This design comes from an exercise in tuning for small area, a short achievable clock period and few clock cycles per item on the open sky130 flow, not from production work. In this exercise RTL edits were held to simulation tests only and were not proved equivalent to the original.

v34:
// row_mean_std_dev
module row_mean_std_dev (
  input  wire logic        clk,
  input  wire logic        rst_n,
  input  wire logic        cfg_valid,
  output logic             cfg_ready,
  input  wire logic [12:0] cfg_row_length,
  input  wire logic        in_valid,
  output logic             in_stall,
  input  wire logic [15:0] in_sample,
  output logic             out_valid,
  input  wire logic        out_stall,
  output logic [31:0]      out_row_mean,
  output logic [30:0]      out_row_std_dev
);
Size in the first run: ~610 flip-flops, about 38,000 sq um of cells after synthesis.
==> flow/config.mk <==
export PLATFORM = sky130hd
export DESIGN_NAME = row_mean_std_dev
export DESIGN_NICKNAME = row_mean_std_dev
export VERILOG_FILES = /design/flow/design.v
export SDC_FILE = /design/flow/constraint.sdc
export NUM_CORES = 4
export LEC_CHECK = 0
export CAP_MARGIN = 20
export CORE_MARGIN = 2
export CORE_UTILIZATION = 55
export PLACE_DENSITY = 0.75
export SLEW_MARGIN = 20
==> flow/constraint.sdc <==
create_clock -name core_clock -period 11.0 [get_ports {clk}]
set_input_delay 2.2000 -clock core_clock [delete_from_list [all_inputs] [get_ports {clk}]]
set_output_delay 2.2000 -clock core_clock [all_outputs]
set_load 0.01 [all_outputs]
standard.sh (not shown) runs the stock make flow with config.mk's settings and CLKGATE_MAP_FILE= SYNTH_SCRIPT=/design/flow/synth_recipe.tcl, a recipe that flattens the netlist after the stock synthesis.
==> flow/flow/run.sh <==
#!/bin/bash
# The standard layout (standard.sh: ORFS from synthesis to finish with the
# unchanged scripts, config.mk and SDC), with a larger setup slack margin for
# ORFS's timing repair so that it also works on paths that already meet 11 ns.
set -euo pipefail
bash standard.sh SETUP_SLACK_MARGIN=7.5 finish > flow_make.log 2>&1
Testbench counts of v34, summed over its fixed seeds: cycles 75,298, rows 640.
Input changes introduced in v9 (baseline for comparison: v34):
==> flow/run.sh (new file) <==
#!/bin/bash
# synth_recipe.tcl (not shown) runs the flow's synth.tcl, then flattens the netlist and writes it again
# the make line also repeats each setting of config.mk as NAME=value (left out here)
make -C /OpenROAD-flow-scripts/flow DESIGN_CONFIG=/design/flow/config.mk WORK_HOME=/design/flow/orfs CLKGATE_MAP_FILE= SYNTH_SCRIPT=/design/flow/synth_recipe.tcl finish
diff --git a/flow/config.mk b/flow/config.mk
--- a/flow/config.mk
+++ b/flow/config.mk
@@ -8,5 +8,5 @@
 export CAP_MARGIN = 20
 export CORE_MARGIN = 2
-export CORE_UTILIZATION = 55
-export PLACE_DENSITY = 0.75
+export CORE_UTILIZATION = 40
+export PLACE_DENSITY = 0.6
 export SLEW_MARGIN = 20
removed: flow/flow/run.sh
removed: flow/standard.sh
Notes after the runs:
The routed via count divided by cell count of v9 is lower than that of v34.
Changes observed in v9 relative to v34: portion of the clock cycle consumed by the worst path in the final layout shows an increase of 8.1 points; final non-filler cell total went up; initial standard-cell utilization of the core went down; number of tap cells added at floorplan went up 44%.

Starting RTL as in the previous note.
==> flow/config.mk <==
export PLATFORM = sky130hd
export DESIGN_NAME = row_mean_std_dev
export DESIGN_NICKNAME = row_mean_std_dev
export VERILOG_FILES = /design/flow/design.v
export SDC_FILE = /design/flow/constraint.sdc
export NUM_CORES = 4
export LEC_CHECK = 0
export CAP_MARGIN = 20
export CORE_MARGIN = 2
export CORE_UTILIZATION = 40
export PLACE_DENSITY = 0.6
export SLEW_MARGIN = 20
==> flow/constraint.sdc <==
create_clock -name core_clock -period 11.0 [get_ports {clk}]
set_input_delay 2.2000 -clock core_clock [delete_from_list [all_inputs] [get_ports {clk}]]
set_output_delay 2.2000 -clock core_clock [all_outputs]
set_load 0.01 [all_outputs]
==> flow/flow/run.sh <==
#!/bin/bash
# The standard layout (standard.sh: ORFS from synthesis to finish with the
# unchanged scripts, config.mk and SDC), with a larger setup slack margin for
# ORFS's timing repair so that it also works on paths that already meet 11 ns.
set -euo pipefail
bash standard.sh SETUP_SLACK_MARGIN=8.0 finish > flow_make.log 2>&1
The starting point went through all stages and came out clean.
Testbench counts at the start, summed over its fixed seeds: cycles 75,298, rows 640.
Edit:
--- a/flow/flow/run.sh
+++ b/flow/flow/run.sh
@@ -4,3 +4,3 @@
 # ORFS's timing repair so that it also works on paths that already meet 11 ns.
 set -euo pipefail
-bash standard.sh SETUP_SLACK_MARGIN=8.0 finish > flow_make.log 2>&1
+bash standard.sh SETUP_SLACK_MARGIN=7.5 finish > flow_make.log 2>&1
=> The changed run finished clean; utilization falls by 3.2 points; cell count falls by a few percent; flip-flop and latch count is unchanged; cell area falls by a few percent; via count falls by a few percent; synthesized area is unchanged; routed wire length falls by a few percent; clock-buffer cell count falls by 5; fmax barely changes; worst setup slack gets worse by 0.0030 ns.

[what the ideal ports hide]
No port has a modelled driver above. Below, the same layouts with a new extraction and two added sets of constraints.
Step 1, drivers: a clkbuf_16 drives clk and a buf_2 each remaining input, both assumed.
Step 2 moves the port delays by t, midway between the first and last clock arrival at a register: inputs arrive t later, outputs are due t later. That takes back most of the time a late clock gives input paths.
a / b / c = ideal / step 1 / step 2; a / b = the first two.
run	t, ns	setup WS [ns]	worst setup path after step 2
v34	0.677	7.518 / 7.456 / 6.932	input to register
v9	0.679	6.626 / 6.667 / 5.988	input to register
the first run of note 2	0.701	7.528 / 7.457 / 7.071	input to register
the second run of note 2	0.685	7.525 / 7.456 / 6.872	input to register
After both steps setup and hold are still met in every run listed. The setup slack of the second run of note 2, which loses most, moves by -0.069 ns with the drivers and by -0.653 ns with both steps.
